From an optimization exercise on the open Yosys and OpenROAD flow, aimed at small area, a short achievable clock period and few clock cycles per item; shortcuts taken in it are not production practice.
Function was checked by simulation only, so behaviour that the tests miss may differ from the original.

==> inputs of run a <==
Design best_disp_select, start of the top module:
module best_disp_select #(
    parameter int unsigned NPIX_LOG2 = 8
) (
    input  logic               clk,
    input  logic               rst,
    input  logic               frame_start,
    input  logic [10:0]        fsum,
    input  logic               valid,
    input  logic               last,
    input  logic [13:0]        g2sum,
    input  logic [10:0]        gsum,
    input  logic [13:0]        fg,
    input  logic [5:0]         place,
    output logic               busy,
    output logic [5:0]         best_place,
    output logic               best_valid,
    output logic               done,
    output logic               overrun
);
clock: 12.0 ns
lec_check: 0
cap_margin: 20
core_margin: 2
core_utilization: 40
slew_margin: 20
run.sh (not shown) runs the stock make flow with config.mk's settings and CLKGATE_MAP_FILE= SYNTH_SCRIPT=/design/flow/synth_recipe.tcl, a recipe that flattens the netlist after the stock synthesis.
==> run b (differences from run a) <==
- CORE_UTILIZATION: 40 -> 65
- PLACE_DENSITY: unset -> 0.75
==> run c (differences from run a) <==
- ABC_AREA: unset -> 1
==> flow_summary.yaml <==
outcome:
  status: "finished clean"
drt:
  wl_mm: 100.2
  firstDrtPassIters: 7
  num_vias: 30570
  dr.first_iter.drc_count: 2071
timing:
  max_freq_mhz: 165.4
  final.setup_skew_ps: 38.19
  min_period_ps: 6045
placed_design:
  placed_area_sq_um: 42170
cells_and_area:
  final_cell_mix: "inv_1, nand2_1, edfxtp_1, fa_1, ha_1"
  n_all_buffers: 87
  drive_gt1_share_pct: 4.088
setup_path:
  crit_fanout: 12
  path_buf_inv: 4
  crit_required_ps: 12350
logic_synthesis:
  synth.area.top_cells: "edfxtp_1, fa_1, inv_1"
  ys_types: 58
global_route:
  met3_usage_pct: 2.304
(the above is from run c)
==> flow_summary.yaml <==
drt:
  dr.first_iter.drc_count: 1634
  firstDrtPassIters: 6
  num_vias: 25650
logic_synthesis:
  synth.area.top_cells: "edfxtp_1, fa_1, ha_1"
  ys_types: 94
outcome:
  status: "finished clean"
cells_and_area:
  final_cell_mix: "inv_1, edfxtp_1, nand2_1, fa_1, ha_1"
  drive_gt1_share_pct: 4.931
  reg_top3: "r_bk (25), s_k (25)"
  n_all_buffers: 94
setup_path:
  crit_fanout: 22
  path_buf_inv: 2
  crit_required_ps: 12380
timing:
  max_freq_mhz: 168.7
  min_period_ps: 5929
  final.setup_skew_ps: 19.37
placed_design:
  placed_area_sq_um: 40230
(the above is from run a)
==> flow_summary.yaml <==
setup_path:
  path_buf_inv: 2
  crit_fanout: 22
  crit_required_ps: 12370
placed_design:
  placed_area_sq_um: 39560
global_route:
  met3_usage_pct: 3.961
outcome:
  status: "finished clean"
cells_and_area:
  final_cell_mix: "inv_1, edfxtp_1, nand2_1, fa_1, ha_1"
  antenna_cells: 0
  n_all_buffers: 87
  drive_gt1_share_pct: 4.683
timing:
  min_period_ps: 6091
  final.setup_skew_ps: 35.71
  max_freq_mhz: 164.2
drt:
  firstDrtPassIters: 6
  dr.first_iter.drc_count: 1840
logic_synthesis:
  synth.area.top_cells: "edfxtp_1, fa_1, ha_1"
  ys_ff_latch: 527
(the above is from run b)
Testbench counts of run a, summed over its fixed seeds: cycles 10,366, items 9,296.
Testbench counts of run b, summed over its fixed seeds: cycles 10,366, items 9,296.
Testbench counts of run c, summed over its fixed seeds: cycles 10,366, items 9,296.

========
==> v32 <==
Another version of the RTL of best_disp_select (not shown whole).
clock: 12.0 ns
lec_check: 0
cap_margin: 20
core_margin: 2
core_utilization: 40
slew_margin: 20
standard.sh (not shown) runs the stock make flow with config.mk's settings and CLKGATE_MAP_FILE= SYNTH_SCRIPT=/design/flow/synth_recipe.tcl, a recipe that flattens the netlist after the stock synthesis.
==> flow/flow/run.sh <==
#!/bin/bash
set -euo pipefail
bash standard.sh SETUP_SLACK_MARGIN=6.5 finish > make.log 2>&1
==> inputs of v27, as changes to v32 <==
==> flow/flow/run.sh (replaced) <==
#!/bin/bash
set -euo pipefail
bash standard.sh SETUP_SLACK_MARGIN=7.5 finish > make.log 2>&1
==> run notes <==
In v27 the setup slack is better than in v32, by 0.17 ns.
Synthesized area is the same in v27 and v32.
Against v32, the first-iteration DRC count of v27 is higher by about 16%.
In v27 the sequential share of layout area is lower than in v32, by 2.8 points.
Count of clock-buffer cells in the layout is the same in v27 and v32.
Of v32 and v27, v27 has the higher via count (gap 5.0%, measured against v27).
Against v32, the global-route usage of v27 is higher by 2.2 points.
v27 produced a clean layout. v32 completed with no timing, DRC or antenna violations.
Between v27 and v32, the lower register-to-register slack is in v32 (gap 0.17 ns).
==> figures <==
| quantity | v27 | v32 |
|---|---|---|
| Fraction of area in non-clock buffers | 7.52% | 2.77% |
| Timing startpoint of the critical path | r0_gsum[2] | r0_gsum[3] |
| Global-route wire length before repair | 158000 µm | 142000 µm |
| Status | timing/DRC/antenna clean | timing/DRC/antenna clean |
| Mean routed wirelength per cell | 18.9 µm | 17.3 µm |
| Vias | 28143 | 26733 |
| Capturing instance or port of the critical path | r1_num[19] | r1_num[21] |
| Final setup skew | 0.0345 ns | 0.0320 ns |
| Final net count | 4526 | 4342 |
| Met3 capacity usage during global routing | 2.47% | 2.63% |
| Hold Crit Start | rn_den[12] | rn_num[10] |
| Relative slew margins | 28.4% | 27.4% |
| PostCTS Resize Cnt | 266 | 24 |
| Number of global-route vias before repair | 28192 | 26573 |
| Detail Placement HPWL | 64100 µm | 63400 µm |
| Required arrival time at the worst endpoint | 12.38 ns | 12.35 ns |
| Detailed-routed wire length on met2 | 47900 µm | 40200 µm |
| Final worst path period share | 42.6% | 44.0% |
Testbench counts of v32, summed over its fixed seeds: cycles 10,366, items 9,296.
Testbench counts of v27, summed over its fixed seeds: cycles 10,366, items 9,296.

========
==> fjord: inputs <==
Another version of the RTL of best_disp_select (not shown whole).
Settings: LEC_CHECK=0, CAP_MARGIN=20, CORE_MARGIN=2, CORE_UTILIZATION=40, PLACE_DENSITY=0.7, SLEW_MARGIN=20; clock period 12.0 ns.
==> flow/flow/run.sh <==
#!/bin/bash
set -euo pipefail
bash standard.sh SETUP_SLACK_MARGIN=7.0 "CTS_ARGS=-sink_clustering_enable -repair_clock_nets -dont_use_dummy_load -buf_list sky130_fd_sc_hd__clkbuf_4" finish > make.log 2>&1
==> garnet: changes against fjord <==
==> flow/flow/run.sh (replaced) <==
#!/bin/bash
set -euo pipefail
bash standard.sh SETUP_SLACK_MARGIN=7.0 "CTS_ARGS=-sink_clustering_enable -repair_clock_nets -dont_use_dummy_load" finish > make.log 2>&1
- PLACE_DENSITY: 0.7 -> not set
==> notes <==
- Synthesized area is the same in garnet and fjord.
- Sequential share of layout area: garnet is lower than fjord (0.39 points).
- In garnet the global-route usage is higher than in fjord, by 0.24 points.
- Of fjord and garnet, garnet has the higher cell area (gap 1.1%, measured against garnet).
- Of garnet and fjord, garnet has the higher register-to-register slack (gap 60 ps).
- Via count: fjord is larger than garnet (about 3%).
- In fjord the utilization is lower than in garnet, by 0.49 points.
==> figures <==
item	fjord	garnet
Run status	timing/DRC/antenna clean	timing/DRC/antenna clean
Reg-to-reg slack, setup	6820 ps	6880 ps
Met2 routed WL	40800 um	40900 um
Multi-input combinational cell count	2567	2569
Endpoint, Worst Hold	rf_num[8]$_DFFE_PN_	rf_place[1]$_DFFE_PN_
Placed cell count	4917	4920
Number of gates resized after cts	49	45
Placement Cell Area	39900 um^2	39900 um^2
Placer congestion estimate	0.910	0.891
Shortest clock period the worst path allows after layout	5180 ps	5120 ps
Met1 Routed Length	39300 um	41000 um
Final net count	4438	4355
Arrival time at the worst endpoint	5880 ps	5450 ps
Achievable frequency	0.193 GHz	0.195 GHz
GR Util met1	0.237	0.251
Testbench counts of fjord, summed over its fixed seeds: cycles 10,366, items 9,296.
Testbench counts of garnet, summed over its fixed seeds: cycles 10,366, items 9,296.

========
==> 09-08 <==
best_disp_select again, from the RTL that the note above started with.
export LEC_CHECK = 0
export CAP_MARGIN = 20
export CORE_MARGIN = 2
export CORE_UTILIZATION = 40
export CTS_BUF_LIST = sky130_fd_sc_hd__clkbuf_4
export SLEW_MARGIN = 20
create_clock -name core_clock -period 12.0 [get_ports {clk}]
==> flow/flow/run.sh <==
#!/bin/bash
set -euo pipefail
bash standard.sh SETUP_SLACK_MARGIN=7.0 "CTS_ARGS=-sink_clustering_enable -repair_clock_nets -dont_use_dummy_load" finish > make.log 2>&1
==> 07-05: changes against 09-08 <==
--- a/flow/config.mk
+++ b/flow/config.mk
@@ -8,5 +8,4 @@
 export CAP_MARGIN = 20
 export CORE_MARGIN = 2
-export CORE_UTILIZATION = 40
-export CTS_BUF_LIST = sky130_fd_sc_hd__clkbuf_4
+export CORE_UTILIZATION = 55
 export SLEW_MARGIN = 20
==> 01-16: changes against 09-08 <==
==> flow/flow/run.sh (replaced) <==
#!/bin/bash
set -euo pipefail
bash standard.sh SETUP_SLACK_MARGIN=7.0 SETUP_MOVE_SEQUENCE=unbuffer,sizeup,swap,clone "CTS_ARGS=-sink_clustering_enable -repair_clock_nets -dont_use_dummy_load -buf_list sky130_fd_sc_hd__clkbuf_4" finish > make.log 2>&1
--- a/flow/config.mk
+++ b/flow/config.mk
@@ -9,4 +9,3 @@
 export CORE_MARGIN = 2
 export CORE_UTILIZATION = 40
-export CTS_BUF_LIST = sky130_fd_sc_hd__clkbuf_4
 export SLEW_MARGIN = 20
==> 08-07: changes against 09-08 <==
==> flow/flow/run.sh (replaced) <==
#!/bin/bash
set -euo pipefail
bash standard.sh SETUP_SLACK_MARGIN=7.0 "CTS_ARGS=-sink_clustering_enable -repair_clock_nets -dont_use_dummy_load -buf_list sky130_fd_sc_hd__clkbuf_4" finish > make.log 2>&1
--- a/flow/config.mk
+++ b/flow/config.mk
@@ -9,4 +9,4 @@
 export CORE_MARGIN = 2
 export CORE_UTILIZATION = 40
-export CTS_BUF_LIST = sky130_fd_sc_hd__clkbuf_4
 export SLEW_MARGIN = 20
+export TNS_END_PERCENT = 20
==> run notes <==
item                                                                    09-08                 08-07                 07-05                 01-16
Result of the run                                              finished clean        finished clean        finished clean        finished clean
Met3 layer usage reported by global route                               2.28%                 3.39%                 3.48%                 3.51%
Num CTS Buffers                                                            66                   152                    57                   150
Area of the core                                                 0.0936 sq mm          0.0936 sq mm          0.0683 sq mm          0.0936 sq mm
Met2 capacity usage during global routing                               29.4%                 28.7%                 42.5%                 28.9%
Number of non-clock inverters                                             471                   471                   471                   474
Met3 wire length                                                      3.72 mm               4.60 mm               4.89 mm               4.22 mm
Fin Hold WS                                                          0.402 ns              0.367 ns              0.354 ns              0.391 ns
Number of buffers outside the clock class in the layout                   149                   141                   150                   102
Launch point of the worst reg-to-reg path                r0_gsum[1]$_DFFE_PP_  r0_gsum[1]$_DFFE_PP_  r0_gsum[1]$_DFFE_PP_  r0_gsum[5]$_DFFE_PP_
Maximum fanout along the worst path                                         5                     5                     6                    19
Filler cell count in the final layout                                   8,901                 9,058                 5,599                 9,032
Global-route wire length before repair                                 142 mm                142 mm                147 mm                142 mm
Tap cells                                                               1,254                 1,254                   882                 1,254
Height of the die                                                      312 um                312 um                266 um                312 um
Testbench counts of 09-08, summed over its fixed seeds: cycles 10,366, items 9,296.
Testbench counts of 07-05, summed over its fixed seeds: cycles 10,366, items 9,296.
Testbench counts of 01-16, summed over its fixed seeds: cycles 10,366, items 9,296.
Testbench counts of 08-07, summed over its fixed seeds: cycles 10,366, items 9,296.

========
==> v36 <==
Starting RTL as in the previous note.
==> flow/config.mk <==
export PLATFORM = sky130hd
export DESIGN_NAME = best_disp_select
export DESIGN_NICKNAME = best_disp_select
export VERILOG_FILES = /design/flow/design.v
export SDC_FILE = /design/flow/constraint.sdc
export NUM_CORES = 4
export LEC_CHECK = 0
export CAP_MARGIN = 20
export CORE_MARGIN = 2
export CORE_UTILIZATION = 40
export SLEW_MARGIN = 20
==> flow/constraint.sdc <==
create_clock -name core_clock -period 12.0 [get_ports {clk}]
set_input_delay 2.4000 -clock core_clock [delete_from_list [all_inputs] [get_ports {clk}]]
set_output_delay 2.4000 -clock core_clock [all_outputs]
set_load 0.01 [all_outputs]
==> flow/flow/run.sh <==
#!/bin/bash
set -euo pipefail
bash standard.sh SETUP_SLACK_MARGIN=7.25 "CTS_ARGS=-sink_clustering_enable -repair_clock_nets -dont_use_dummy_load" finish > make.log 2>&1
==> v11 (differences from v36) <==
==> flow/flow/run.sh (replaced) <==
#!/bin/bash
set -euo pipefail
bash standard.sh SETUP_SLACK_MARGIN=7.0 "CTS_ARGS=-sink_clustering_enable -repair_clock_nets -dont_use_dummy_load -buf_list sky130_fd_sc_hd__clkbuf_4" finish > make.log 2>&1
==> v20 (differences from v36) <==
==> flow/flow/run.sh (replaced) <==
#!/bin/bash
set -euo pipefail
bash standard.sh SETUP_SLACK_MARGIN=7.0 "CTS_ARGS=-sink_clustering_enable -repair_clock_nets -dont_use_dummy_load -buf_list sky130_fd_sc_hd__clkbuf_8" finish > make.log 2>&1
==> impl_metrics.json <==
{
  "met1_length_um": 41500,
  "regArea_mm2": 0.0152,
  "pre_cts_slack_ps": 5700,
  "cp_slowest_cell": "fa_1",
  "fin_ws_ps": 6840,
  "status": "timing/DRC/antenna clean"
}
That was v36.
==> impl_metrics.json <==
{
  "status": "timing/DRC/antenna clean",
  "met1_length_um": 41400,
  "fin_ws_ps": 6780,
  "required_ps": 12400,
  "min_to": "rf_den[11]",
  "post-synth-top-count-cell": "inv_1",
  "ys_types": 90,
  "regArea_mm2": 0.0152,
  "routed-via-count": 26400,
  "pre_cts_slack_ps": 5780,
  "synth_nets": 4272,
  "cp_slowest_cell": "fa_1",
  "synth_common_cells": "inv_1, edfxtp_1, nand2_1, ha_1, fa_1"
}
That was v20.
==> impl_metrics.json <==
{
  "status": "timing/DRC/antenna clean",
  "reg_top3": "r_bk (25), s_k (25)",
  "rr_worst_depth": 20,
  "synth-seq-area-share_pct": 40.1,
  "drt-initial-drc-count": 1519,
  "clkSlewWorstSetupHoldPaths_ps": 60,
  "cp_slowest_cell": "fa_2",
  "grt_start_max_net_pins": 78,
  "fin_ws_ps": 6850
}
That was v11.
Testbench counts of v36, summed over its fixed seeds: cycles 10,366, items 9,296.
Testbench counts of v11, summed over its fixed seeds: cycles 10,366, items 9,296.
Testbench counts of v20, summed over its fixed seeds: cycles 10,366, items 9,296.

-- re-timing with driven ports --
The flow's constraints put no driver on any port. The routed layouts listed below were extracted and timed again, unchanged, in two steps. Step 1 assumes that a clkbuf_16 drives the clock port and a buf_2 every other input. Step 2 adds t to the input delays and takes it off the output delays; t is the mean of the earliest and latest rising clock arrival at the registers after step 1. Input paths then give back, and output paths get back, about the clock's delay inside the block. a / b / c = no drivers / after step 1 / after step 2; a / b = the first two.
| run | shift t [ns] | setup slack, ns | latest minus earliest clock arrival (ns) |
|---|---|---|---|
| run a | 0.692 | 6.071 / 6.071 / 6.071 | 0.020 / 0.020 |
| run b | 0.692 | 5.909 / 5.909 / 5.909 | 0.039 / 0.038 |
| run c | 0.684 | 5.955 / 5.955 / 5.955 | 0.040 / 0.040 |
| v32 | 0.675 | 6.722 / 6.722 / 6.722 | 0.033 / 0.032 |
| v27 | 0.686 | 6.889 / 6.889 / 6.889 | 0.034 / 0.035 |
| fjord | 1.044 | 6.823 / 6.823 / 6.823 | 0.128 / 0.127 |
| garnet | 0.655 | 6.878 / 6.878 / 6.878 | 0.064 / 0.064 |
| 09-08 | 0.655 | 6.878 / 6.878 / 6.878 | 0.064 / 0.064 |
| 07-05 | 0.660 | 6.787 / 6.787 / 6.787 | 0.093 / 0.093 |
| 01-16 | 1.010 | 6.109 / 6.109 / 6.109 | 0.116 / 0.116 |
| 08-07 | 1.033 | 6.770 / 6.770 / 6.770 | 0.118 / 0.118 |
| v36 | 0.702 | 6.843 / 6.843 / 6.843 | 0.066 / 0.065 |
| v11 | 1.008 | 6.847 / 6.847 / 6.847 | 0.115 / 0.115 |
| v20 | 0.746 | 6.784 / 6.784 / 6.784 | 0.087 / 0.087 |
After both steps setup and hold are still met in every run listed.
